Source: an optimization exercise on an open RTL-to-GDS flow (aim: small area). Production flows keep margins and buffers that such runs may drop.
The RTL was checked by simulation tests, not by an equivalence proof against the original design.
Power is estimated from default activity; no workload was simulated.

==> module word_fifo, before the edit <==
module word_fifo #(
	parameter int DEPTH = 64
) (
	input  logic                       clk1,
	input  logic                       arst_n,
	input  logic                       start,   
	input  logic [3*16-1:0]   rec,
	input  logic                       wr,      
	input  logic                       pop,     
	output logic [16-1:0]     shown,   
	output logic                       empty,
	output logic [$clog2(DEPTH):0]     level    
);
	localparam int CNT_W = $clog2(DEPTH) + 1;
	localparam int W     = 16;
	localparam int RW    = 3 * W;
	logic [RW-1:0]    ring [3][3];
	logic [RW-1:0]    stage_q;   
	logic             stage_v;
	logic [RW-1:0]    head_q;    
	logic             head_v;
	logic [1:0]       phase;     
	logic [1:0]       w_cls, w_slot;  
	logic [1:0]       r_cls, r_slot;  
	logic             ring_full;  
	logic             ring_any;   
	logic [2:0]       rd_idx;    
	logic [2*W-1:0]   rd_seq;    
	logic [CNT_W-1:0] count;
	logic             pull;
	logic             last;      
	logic             want;      
	logic             take_st;   
	logic             take_rg;   
	logic             ins;       
	logic [RW-1:0]    tap;
	assign empty = (count == '0);
	assign level = count;
	assign pull  = pop & ~empty;
	assign last  = pull & (rd_idx == 3'd5);
	assign ring_any = ring_full | (w_cls != r_cls) | (w_slot != r_slot);
	assign want     = ~head_v;
	assign take_rg  = want & ring_any & (phase == r_slot);
	assign take_st  = want & ~ring_any & stage_v;
	assign ins      = stage_v & ~take_st & (~ring_full | take_rg) & (phase == w_slot);
	assign tap = ({RW{take_st}} & stage_q) |
	             ({RW{take_rg & (r_cls == 2'd0)}} & ring[0][0]) |
	             ({RW{take_rg & (r_cls == 2'd1)}} & ring[1][0]) |
	             ({RW{take_rg & (r_cls == 2'd2)}} & ring[2][0]);
	assign shown = ({W{rd_idx == 3'd1}} & rd_seq[W-1:0]) |
	               ({W{rd_idx == 3'd2}} & rd_seq[2*W-1:W]) |
	               ({W{rd_idx == 3'd3}} & head_q[3*W-1:2*W]) |
	               ({W{rd_idx == 3'd4}} & head_q[2*W-1:W]) |
	               ({W{rd_idx == 3'd5}} & head_q[W-1:0]) |
	               ({W{rd_idx == 3'd0}} & (head_q[2*W-1:W] - head_q[W-1:0]));
	always_ff @(posedge clk1) begin
		for (int r = 0; r < 3; r++) begin
			ring[r][0] <= ring[r][1];
			ring[r][1] <= ring[r][2];
			ring[r][2] <= (ins && w_cls == 2'(r)) ? stage_q : ring[r][0];
		end
		if (start)
			stage_q <= rec;
		if (take_st || take_rg)
			head_q <= tap;
	end
	always_ff @(posedge clk1 or negedge arst_n) begin
		if (!arst_n) begin
			phase   <= '0;
			stage_v <= 1'b0;
			head_v  <= 1'b0;
			w_cls   <= '0;
			w_slot  <= '0;
			r_cls   <= '0;
			r_slot  <= '0;
			ring_full <= 1'b0;
			rd_idx  <= '0;
			rd_seq  <= '0;
			count   <= '0;
		end else begin
			phase <= ((phase == 2'd2) ? 2'd0 : phase + 2'd1);
			if (start)
				stage_v <= 1'b1;
			else if (ins || take_st)
				stage_v <= 1'b0;
			if (ins || take_st) begin
				w_cls <= ((w_cls == 2'd2) ? 2'd0 : w_cls + 2'd1);
				if (w_cls == 2'd2)
					w_slot <= ((w_slot == 2'd2) ? 2'd0 : w_slot + 2'd1);
			end
			if (take_rg || take_st) begin
				r_cls <= ((r_cls == 2'd2) ? 2'd0 : r_cls + 2'd1);
				if (r_cls == 2'd2)
					r_slot <= ((r_slot == 2'd2) ? 2'd0 : r_slot + 2'd1);
			end
			if (take_rg || take_st)
				head_v <= 1'b1;
			else if (last)
				head_v <= 1'b0;
			if (take_rg && !ins)
				ring_full <= 1'b0;
			else if (ins && !take_rg)
				ring_full <= ({((w_cls == 2'd2) ? ((w_slot == 2'd2) ? 2'd0 : w_slot + 2'd1) : w_slot),
				               ((w_cls == 2'd2) ? 2'd0 : w_cls + 2'd1)} == {r_slot, r_cls});
			if (pull) begin
				if (last) begin
					rd_idx <= '0;
					rd_seq <= rd_seq + 1'b1;
				end else begin
					rd_idx <= rd_idx + 1'b1;
				end
			end
			case ({wr, pull})
				2'b10:   count <= count + 1'b1;
				2'b01:   count <= count - 1'b1;
				default: count <= count;
			endcase
		end
	end
endmodule
Settings: LEC_CHECK=0, CAP_MARGIN=20, CORE_MARGIN=2, CORE_UTILIZATION=65, SLEW_MARGIN=20; clock period 8.0 ns.
standard.sh (not shown) runs the stock make flow with config.mk's settings and CLKGATE_MAP_FILE= SYNTH_SCRIPT=/design/flow/synth_recipe.tcl, a recipe that flattens the netlist after the stock synthesis.
==> flow/flow/run.sh <==
#!/bin/bash
# The standard layout (standard.sh) with three changes:
#  - synthesis maps logic with an area-oriented ABC script (flow/synth.tcl);
#  - clock tree synthesis inserts no dummy loads and clusters up to 26 flops;
#  - the port buffers are plain buf_1 cells.
# make's full output goes to make.log, each step's log to orfs/logs/.
set -euo pipefail
export FLOW_SYNTH_TCL="$PWD/synth_recipe.tcl"
export AREA_ABC_SCRIPT="$PWD/flow/area.abc"
bash standard.sh finish \
	"SYNTH_SCRIPT=$PWD/flow/synth.tcl" \
	"CTS_ARGS=-sink_clustering_enable -repair_clock_nets -dont_use_dummy_load -sink_clustering_size 26 -sink_clustering_max_diameter 100" \
	"BUFFER_PORTS_ARGS=-inputs -outputs -buffer_cell sky130_fd_sc_hd__buf_1" \
	> make.log 2>&1
==> flow/flow/area.abc <==
strash
dc2
dc2
dch -f
amap -A 20 -F 4
topo
==> flow/flow/synth.tcl <==
# The standard synthesis script, with ABC's technology mapping run on an
# area script (flow/area.abc) in place of ORFS's speed script. Registers are
# mapped before ABC runs, so they keep the standard synthesis's names and cells.
proc abc {args} {
	set i [lsearch -exact $args -script]
	if {$i >= 0} {
		set args [lreplace $args [expr {$i + 1}] [expr {$i + 1}] $::env(AREA_ABC_SCRIPT)]
	}
	yosys abc {*}$args
}
source $::env(FLOW_SYNTH_TCL)
Rerun with:
--- a/flow/design.v
+++ b/flow/design.v
@@ -136,27 +136,36 @@
 	assign want     = ~head_v;
 	assign take_rg  = want & ring_any & (phase == r_slot);
 	assign take_st  = want & ~ring_any & stage_v;
 	assign ins      = stage_v & ~take_st & (~ring_full | take_rg) & (phase == w_slot);
-	assign tap = ({RW{take_st}} & stage_q) |
-	             ({RW{take_rg & (r_cls == 2'd0)}} & ring[0][0]) |
-	             ({RW{take_rg & (r_cls == 2'd1)}} & ring[1][0]) |
-	             ({RW{take_rg & (r_cls == 2'd2)}} & ring[2][0]);
-	assign shown = ({W{rd_idx == 3'd1}} & rd_seq[W-1:0]) |
-	               ({W{rd_idx == 3'd2}} & rd_seq[2*W-1:W]) |
-	               ({W{rd_idx == 3'd3}} & head_q[3*W-1:2*W]) |
-	               ({W{rd_idx == 3'd4}} & head_q[2*W-1:W]) |
-	               ({W{rd_idx == 3'd5}} & head_q[W-1:0]) |
-	               ({W{rd_idx == 3'd0}} & (head_q[2*W-1:W] - head_q[W-1:0]));
+	always_comb begin
+		case (r_cls)
+			2'd0:    tap = ring[0][0];
+			2'd1:    tap = ring[1][0];
+			default: tap = ring[2][0];
+		endcase
+	end
+	always_comb begin
+		case (rd_idx)
+			3'd1:    shown = rd_seq[W-1:0];
+			3'd2:    shown = rd_seq[2*W-1:W];
+			3'd3:    shown = head_q[3*W-1:2*W];
+			3'd4:    shown = head_q[2*W-1:W];
+			3'd5:    shown = head_q[W-1:0];
+			default: shown = head_q[2*W-1:W] - head_q[W-1:0];
+		endcase
+	end
 	always_ff @(posedge clk1) begin
 		for (int r = 0; r < 3; r++) begin
 			ring[r][0] <= ring[r][1];
 			ring[r][1] <= ring[r][2];
 			ring[r][2] <= (ins && w_cls == 2'(r)) ? stage_q : ring[r][0];
 		end
 		if (start)
 			stage_q <= rec;
-		if (take_st || take_rg)
+		if (take_st)
+			head_q <= stage_q;
+		else if (take_rg)
 			head_q <= tap;
 	end
 	always_ff @(posedge clk1 or negedge arst_n) begin
 		if (!arst_n) begin
Sequential share of layout area fell by 0.43 points.
Critical path depth fell by 4.
Wire length rose by 2.3%.
Core utilization rose by 0.26 points.
Clock power stays flat.
Area after synthesis rose by 0.80%.
Cell area rose by 0.64%.
Sequential power fell by 6.4%.
Die area rose by 0.77%.
Non-clock buffer count fell by 4.
Global-route usage rose by 0.21 points.
Synthesized cell count rose by 7.2%.
Clock skew fell by 0.014 ns.


The RTL this note starts from:
==> flow/design.v <==
package laser_log_pkg;
	typedef struct packed {
		logic signed [16-1:0] adc0;
		logic signed [16-1:0] adc1;
	} adc_sample_t;
	typedef struct packed {
		logic                   wr;    
		logic [16-1:0] data;  
	} fifo_wr_t;
	typedef struct packed {
		logic [16-3-1:0] dropped;  
		logic [3-1:0]             din;
	} status_t;
	typedef struct packed {
		logic [16-1:0]  diff;    
		logic [16-1:0]  adc1;    
		logic [16-1:0]  adc0;    
		status_t                status;  
		logic [16-1:0] seq_hi;  
		logic [16-1:0] seq_lo;  
	} frame_fields_t;
	typedef union packed {
		logic [6-1:0][16-1:0] words;
		frame_fields_t                                 fields;
	} log_frame_u;
endpackage
`timescale 1ns/1ps
module ext_clk_conditioner (
	input  logic clk1,
	input  logic arst_n,
	input  logic ext_clk_pin,  
	output logic ext_tick      
);
	localparam int SYNC = 4;
	logic [SYNC-1:0] sync_q;  
	logic            fall_q;  
	always_ff @(posedge clk1 or negedge arst_n) begin
		if (!arst_n) begin
			sync_q   <= '0;
			fall_q   <= 1'b0;
			ext_tick <= 1'b0;
		end else begin
			sync_q   <= {sync_q[SYNC-2:0], ext_clk_pin};  
			fall_q   <= sync_q[SYNC-1] & ~sync_q[SYNC-2];  
			ext_tick <= fall_q;
		end
	end
endmodule
`timescale 1ns/1ps
module frame_logger #(
	parameter int DEPTH = 64  
) (
	input  logic                          clk1,
	input  logic                          arst_n,
	input  logic                          ext_tick,
	input  logic [3-1:0]         din,
	input  laser_log_pkg::adc_sample_t    adc,
	input  logic                          room,     
	output logic                          start,    
	output logic [3*16-1:0]      rec,      
	output logic [2:0]                    wleft     
);
	localparam int NWORDS = 6;
	localparam int DROP_W = 16 - 3;
	logic [3-1:0] din_q;    
	logic [DROP_W-1:0]     dropped;  
	logic [2:0]            wcnt;     
	logic                  busy;
	logic                  skip;
	assign busy  = (wcnt != 3'd0);
	assign start = ext_tick & ~busy & room;
	assign skip  = ext_tick & ~start;
	assign wleft = wcnt;
	assign rec   = {dropped, din_q, adc.adc0, adc.adc1};
	always_ff @(posedge clk1)
		din_q <= din;
	always_ff @(posedge clk1 or negedge arst_n) begin
		if (!arst_n) begin
			dropped <= '0;
			wcnt    <= '0;
		end else begin
			dropped <= dropped + DROP_W'(skip && dropped != '1);  
			if (start)
				wcnt <= 3'(NWORDS);
			else if (busy)
				wcnt <= wcnt - 1'b1;
		end
	end
endmodule
`timescale 1ns/1ps
module word_fifo #(
	parameter int DEPTH = 64
) (
	input  logic                       clk1,
	input  logic                       arst_n,
	input  logic                       start,   
	input  logic [3*16-1:0]   rec,
	input  logic [2:0]                 wleft,   
	input  logic                       pop,     
	output logic [16-1:0]     shown,   
	output logic                       empty,
	output logic                       room     
);
	localparam int W     = 16;
	localparam int RW    = 3 * W;
	logic [RW-1:0]    ring [3][3];
	logic [RW-1:0]    stage_q;   
	logic             stage_v;
	logic [RW-1:0]    head_q;    
	logic             head_v;
	logic [1:0]       phase;     
	logic [1:0]       w_cls, w_slot;  
	logic [1:0]       r_cls, r_slot;  
	logic             ring_full;  
	logic             ring_any;   
	logic [2:0]       rd_idx;    
	logic [2*W-1:0]   rd_seq;    
	logic [3:0]       live;      
	logic             pull;
	logic             last;      
	logic             want;      
	logic             take_st;   
	logic             take_rg;   
	logic             ins;       
	logic [RW-1:0]    tap;
	assign empty = (live == 4'd0) | ((live == 4'd1) & (4'(rd_idx) + 4'(wleft) == 4'd6));
	assign room  = (live <= 4'((DEPTH - 6) / 6)) |
	               ((live == 4'((DEPTH - 6) / 6 + 1)) & (rd_idx >= 3'(6 - (DEPTH - 6) % 6)));  
	assign pull  = pop & ~empty;
	assign last  = pull & (rd_idx == 3'd5);
	assign ring_any = ring_full | (w_cls != r_cls) | (w_slot != r_slot);
	assign want     = ~head_v;
	assign take_rg  = want & ring_any & (phase == r_slot);
	assign take_st  = want & ~ring_any & stage_v;
	assign ins      = stage_v & ~take_st & (~ring_full | take_rg) & (phase == w_slot);
	assign tap = ({RW{take_st}} & stage_q) |
	             ({RW{take_rg & (r_cls == 2'd0)}} & ring[0][0]) |
	             ({RW{take_rg & (r_cls == 2'd1)}} & ring[1][0]) |
	             ({RW{take_rg & (r_cls == 2'd2)}} & ring[2][0]);
	assign shown = ({W{rd_idx == 3'd1}} & rd_seq[W-1:0]) |
	               ({W{rd_idx == 3'd2}} & rd_seq[2*W-1:W]) |
	               ({W{rd_idx == 3'd3}} & head_q[3*W-1:2*W]) |
	               ({W{rd_idx == 3'd4}} & head_q[2*W-1:W]) |
	               ({W{rd_idx == 3'd5}} & head_q[W-1:0]) |
	               ({W{rd_idx == 3'd0}} & (head_q[2*W-1:W] - head_q[W-1:0]));
	always_ff @(posedge clk1) begin
		for (int r = 0; r < 3; r++) begin
			ring[r][0] <= ring[r][1];
			ring[r][1] <= ring[r][2];
			ring[r][2] <= (ins && w_cls == 2'(r)) ? stage_q : ring[r][0];
		end
		if (start)
			stage_q <= rec;
		if (take_st || take_rg)
			head_q <= tap;
	end
	always_ff @(posedge clk1 or negedge arst_n) begin
		if (!arst_n) begin
			phase   <= '0;
			stage_v <= 1'b0;
			head_v  <= 1'b0;
			w_cls   <= '0;
			w_slot  <= '0;
			r_cls   <= '0;
			r_slot  <= '0;
			ring_full <= 1'b0;
			rd_idx  <= '0;
			rd_seq  <= '0;
			live    <= '0;
		end else begin
			phase <= ((phase == 2'd2) ? 2'd0 : phase + 2'd1);
			if (start)
				stage_v <= 1'b1;
			else if (ins || take_st)
				stage_v <= 1'b0;
			if (ins || take_st) begin
				w_cls <= ((w_cls == 2'd2) ? 2'd0 : w_cls + 2'd1);
				if (w_cls == 2'd2)
					w_slot <= ((w_slot == 2'd2) ? 2'd0 : w_slot + 2'd1);
			end
			if (take_rg || take_st) begin
				r_cls <= ((r_cls == 2'd2) ? 2'd0 : r_cls + 2'd1);
				if (r_cls == 2'd2)
					r_slot <= ((r_slot == 2'd2) ? 2'd0 : r_slot + 2'd1);
			end
			if (take_rg || take_st)
				head_v <= 1'b1;
			else if (last)
				head_v <= 1'b0;
			if (take_rg && !ins)
				ring_full <= 1'b0;
			else if (ins && !take_rg)
				ring_full <= ({((w_cls == 2'd2) ? ((w_slot == 2'd2) ? 2'd0 : w_slot + 2'd1) : w_slot),
				               ((w_cls == 2'd2) ? 2'd0 : w_cls + 2'd1)} == {r_slot, r_cls});
			rd_seq <= rd_seq + (2*W)'(last);
			if (last)
				rd_idx <= '0;
			else
				rd_idx <= rd_idx + 3'(pull);
			live <= live + {{3{last & ~start}}, start ^ last};  
		end
	end
endmodule
`timescale 1ns/1ps
module host_pipe_port (
	input  logic                   clk1,
	input  logic                   arst_n,
	input  logic                   pipe_read,      
	input  logic [16-1:0] shown,          
	input  logic                   empty,
	output logic                   pop,
	output logic [16-1:0] pipe_data,
	output logic                   pipe_valid,     
	output logic                   pipe_empty,
	output logic                   pipe_underrun   
);
	assign pop        = pipe_read & ~empty;  
	assign pipe_empty = empty;
	assign pipe_data  = shown;  
	always_ff @(posedge clk1 or negedge arst_n) begin
		if (!arst_n) begin
			pipe_valid    <= 1'b0;
			pipe_underrun <= 1'b0;
		end else begin
			pipe_valid <= pop;  
			if (pipe_read && empty)
				pipe_underrun <= 1'b1;
		end
	end
endmodule
`timescale 1ns/1ps
module laser_log_top #(
	parameter int DEPTH = 64
) (
	input  logic                       clk1,
	input  logic                       arst_n,
	input  logic                       ext_clk_pin,
	input  logic [3-1:0]      din,
	input  logic [2*16-1:0]    adc,            
	input  logic                       pipe_read,
	output logic [16-1:0]     pipe_data,
	output logic                       pipe_valid,
	output logic                       pipe_empty,
	output logic                       pipe_underrun
);
	logic                       ext_tick;
	logic                       start;
	logic [3*16-1:0]   rec;
	logic [2:0]                 wleft;
	logic                       room;
	logic [16-1:0]     shown;
	logic                       empty;
	logic                       pop;
	laser_log_pkg::adc_sample_t adc_s;
	assign adc_s = adc;
	ext_clk_conditioner u_ext_clk (
		.clk1        (clk1),
		.arst_n      (arst_n),
		.ext_clk_pin (ext_clk_pin),
		.ext_tick    (ext_tick)
	);
	frame_logger #(.DEPTH(DEPTH)) u_logger (
		.clk1     (clk1),
		.arst_n   (arst_n),
		.ext_tick (ext_tick),
		.din      (din),
		.adc      (adc_s),
		.room     (room),
		.start    (start),
		.rec      (rec),
		.wleft    (wleft)
	);
	word_fifo #(.DEPTH(DEPTH)) u_fifo (
		.clk1   (clk1),
		.arst_n (arst_n),
		.start  (start),
		.rec    (rec),
		.wleft  (wleft),
		.pop    (pop),
		.shown  (shown),
		.empty  (empty),
		.room   (room)
	);
	host_pipe_port u_pipe (
		.clk1          (clk1),
		.arst_n        (arst_n),
		.pipe_read     (pipe_read),
		.shown         (shown),
		.empty         (empty),
		.pop           (pop),
		.pipe_data     (pipe_data),
		.pipe_valid    (pipe_valid),
		.pipe_empty    (pipe_empty),
		.pipe_underrun (pipe_underrun)
	);
endmodule
==> flow/config.mk <==
export PLATFORM = sky130hd
export DESIGN_NAME = laser_log_top
export DESIGN_NICKNAME = laser_log_top
export VERILOG_FILES = /design/flow/design.v
export SDC_FILE = /design/flow/constraint.sdc
export NUM_CORES = 4
export LEC_CHECK = 0
export CAP_MARGIN = 20
export CORE_MARGIN = 2
export CORE_UTILIZATION = 65
export SLEW_MARGIN = 20
==> flow/constraint.sdc <==
create_clock -name core_clock -period 8.0 [get_ports {clk1}]
set_input_delay 1.6000 -clock core_clock [delete_from_list [all_inputs] [get_ports {clk1}]]
set_output_delay 1.6000 -clock core_clock [all_outputs]
set_load 0.01 [all_outputs]
==> flow/flow/run.sh <==
#!/bin/bash
# The standard layout (standard.sh) with three changes:
#  - synthesis maps logic with an area-oriented ABC script (flow/synth.tcl);
#  - clock tree synthesis inserts no dummy loads and clusters up to 8 flops
#    under clkbuf_4 leaf buffers;
#  - the port buffers are plain buf_1 cells.
# make's full output goes to make.log, each step's log to orfs/logs/.
set -euo pipefail
export FLOW_SYNTH_TCL="$PWD/synth_recipe.tcl"
export AREA_ABC_SCRIPT="$PWD/flow/area.abc"
bash standard.sh finish \
	"SYNTH_SCRIPT=$PWD/flow/synth.tcl" \
	"CTS_ARGS=-sink_clustering_enable -repair_clock_nets -dont_use_dummy_load -sink_clustering_size 8 -sink_clustering_max_diameter 50 -buf_list sky130_fd_sc_hd__clkbuf_4" \
	"BUFFER_PORTS_ARGS=-inputs -outputs -buffer_cell sky130_fd_sc_hd__buf_1" \
	> make.log 2>&1
Scripts as last shown in full above: flow/flow/area.abc, flow/flow/synth.tcl
Change:
--- a/flow/design.v
+++ b/flow/design.v
@@ -52,28 +52,31 @@
 ) (
 	input  logic                          clk1,
 	input  logic                          arst_n,
 	input  logic                          ext_tick,
 	input  logic [3-1:0]         din,
 	input  laser_log_pkg::adc_sample_t    adc,
-	input  logic                          room,     
+	input  logic [$clog2(DEPTH):0]        level,    
 	output logic                          start,    
 	output logic [3*16-1:0]      rec,      
-	output logic [2:0]                    wleft     
-);
+	output logic                          wr        
+);
+	localparam int CNT_W  = $clog2(DEPTH) + 1;
 	localparam int NWORDS = 6;
 	localparam int DROP_W = 16 - 3;
 	logic [3-1:0] din_q;    
 	logic [DROP_W-1:0]     dropped;  
 	logic [2:0]            wcnt;     
 	logic                  busy;
+	logic                  room;
 	logic                  skip;
 	assign busy  = (wcnt != 3'd0);
+	assign room  = (level <= CNT_W'(DEPTH - NWORDS));
 	assign start = ext_tick & ~busy & room;
 	assign skip  = ext_tick & ~start;
-	assign wleft = wcnt;
+	assign wr    = busy;
 	assign rec   = {dropped, din_q, adc.adc0, adc.adc1};
 	always_ff @(posedge clk1)
 		din_q <= din;
 	always_ff @(posedge clk1 or negedge arst_n) begin
 		if (!arst_n) begin
 			dropped <= '0;
@@ -92,18 +95,19 @@
 	parameter int DEPTH = 64
 ) (
 	input  logic                       clk1,
 	input  logic                       arst_n,
 	input  logic                       start,   
 	input  logic [3*16-1:0]   rec,
-	input  logic [2:0]                 wleft,   
+	input  logic                       wr,      
 	input  logic                       pop,     
 	output logic [16-1:0]     shown,   
 	output logic                       empty,
-	output logic                       room     
-);
+	output logic [$clog2(DEPTH):0]     level    
+);
+	localparam int CNT_W = $clog2(DEPTH) + 1;
 	localparam int W     = 16;
 	localparam int RW    = 3 * W;
 	logic [RW-1:0]    ring [3][3];
 	logic [RW-1:0]    stage_q;   
 	logic             stage_v;
 	logic [RW-1:0]    head_q;    
@@ -112,23 +116,22 @@
 	logic [1:0]       w_cls, w_slot;  
 	logic [1:0]       r_cls, r_slot;  
 	logic             ring_full;  
 	logic             ring_any;   
 	logic [2:0]       rd_idx;    
 	logic [2*W-1:0]   rd_seq;    
-	logic [3:0]       live;      
+	logic [CNT_W-1:0] count;
 	logic             pull;
 	logic             last;      
 	logic             want;      
 	logic             take_st;   
 	logic             take_rg;   
 	logic             ins;       
 	logic [RW-1:0]    tap;
-	assign empty = (live == 4'd0) | ((live == 4'd1) & (4'(rd_idx) + 4'(wleft) == 4'd6));
-	assign room  = (live <= 4'((DEPTH - 6) / 6)) |
-	               ((live == 4'((DEPTH - 6) / 6 + 1)) & (rd_idx >= 3'(6 - (DEPTH - 6) % 6)));  
+	assign empty = (count == '0);
+	assign level = count;
 	assign pull  = pop & ~empty;
 	assign last  = pull & (rd_idx == 3'd5);
 	assign ring_any = ring_full | (w_cls != r_cls) | (w_slot != r_slot);
 	assign want     = ~head_v;
 	assign take_rg  = want & ring_any & (phase == r_slot);
 	assign take_st  = want & ~ring_any & stage_v;
@@ -163,13 +166,13 @@
 			w_slot  <= '0;
 			r_cls   <= '0;
 			r_slot  <= '0;
 			ring_full <= 1'b0;
 			rd_idx  <= '0;
 			rd_seq  <= '0;
-			live    <= '0;
+			count   <= '0;
 		end else begin
 			phase <= ((phase == 2'd2) ? 2'd0 : phase + 2'd1);
 			if (start)
 				stage_v <= 1'b1;
 			else if (ins || take_st)
 				stage_v <= 1'b0;
@@ -194,13 +197,13 @@
 				               ((w_cls == 2'd2) ? 2'd0 : w_cls + 2'd1)} == {r_slot, r_cls});
 			rd_seq <= rd_seq + (2*W)'(last);
 			if (last)
 				rd_idx <= '0;
 			else
 				rd_idx <= rd_idx + 3'(pull);
-			live <= live + {{3{last & ~start}}, start ^ last};  
+			count <= count + {{(CNT_W-1){pull & ~wr}}, wr ^ pull};  
 		end
 	end
 endmodule
 `timescale 1ns/1ps
 module host_pipe_port (
 	input  logic                   clk1,
@@ -243,14 +246,14 @@
 	output logic                       pipe_empty,
 	output logic                       pipe_underrun
 );
 	logic                       ext_tick;
 	logic                       start;
 	logic [3*16-1:0]   rec;
-	logic [2:0]                 wleft;
-	logic                       room;
+	logic                       wr;
+	logic [$clog2(DEPTH):0]     level;
 	logic [16-1:0]     shown;
 	logic                       empty;
 	logic                       pop;
 	laser_log_pkg::adc_sample_t adc_s;
 	assign adc_s = adc;
 	ext_clk_conditioner u_ext_clk (
@@ -262,27 +265,27 @@
 	frame_logger #(.DEPTH(DEPTH)) u_logger (
 		.clk1     (clk1),
 		.arst_n   (arst_n),
 		.ext_tick (ext_tick),
 		.din      (din),
 		.adc      (adc_s),
-		.room     (room),
+		.level    (level),
 		.start    (start),
 		.rec      (rec),
-		.wleft    (wleft)
+		.wr       (wr)
 	);
 	word_fifo #(.DEPTH(DEPTH)) u_fifo (
 		.clk1   (clk1),
 		.arst_n (arst_n),
 		.start  (start),
 		.rec    (rec),
-		.wleft  (wleft),
+		.wr     (wr),
 		.pop    (pop),
 		.shown  (shown),
 		.empty  (empty),
-		.room   (room)
+		.level  (level)
 	);
 	host_pipe_port u_pipe (
 		.clk1          (clk1),
 		.arst_n        (arst_n),
 		.pipe_read     (pipe_read),
 		.shown         (shown),
Effect:
- The new run produced a clean layout
- synthesized cell count is higher by 1.2%
- global-route usage shrinks by 0.16 points
- wire length falls by 1.1%
- sequential cell count went up by 3
- clock skew rises by 0.017 ns
- sequential power goes up by about 4%
- worst hold slack improves by 0.0099 ns
- area after synthesis increases by 0.36%
- sequential share of layout area went up by 0.28 points
- core utilization barely changes
- combinational power grows by about 10%
- final area is about the same

[re-timing with driven ports]
How much do the figures lean on ideal ports? The routed layouts below were timed once more, with nothing changed but the port constraints.
Step 1 sets driving cells, clkbuf_16 on the clock port and buf_2 on the other inputs (assumed; they add their load-dependent delay and slew).
Step 2 moves the port delays by t, midway between the first and last clock arrival at a register: inputs arrive t later, outputs are due t later. That takes back most of the time a late clock gives input paths.
a / b / c = no drivers / after step 1 / after step 2; a / b = the first two.
| run | shift t [ns] | setup WS [ns] | worst setup path after step 2 | slew at the worst register clock pin (ns) | worst data-port slew with drivers (ns) |
|---|---|---|---|---|---|
| the first run of note 1 | 0.611 | 2.108 / 2.057 / 1.995 | input to register | 0.11 / 0.11 | 0.05 |
| the second run of note 1 | 0.615 | 2.130 / 2.076 / 2.011 | input to register | 0.11 / 0.11 | 0.04 |
| the first run of note 2 | 0.738 | 0.949 / 0.949 / 0.790 | input to register | 0.10 / 0.10 | 0.04 |
| the second run of note 2 | 0.731 | 1.554 / 1.506 / 0.941 | input to register | 0.10 / 0.10 | 0.04 |
After both steps every run listed still meets setup and hold. For the second run of note 2, which loses most, drivers alone change the setup slack by -0.048 ns; drivers and shift together by -0.613 ns.
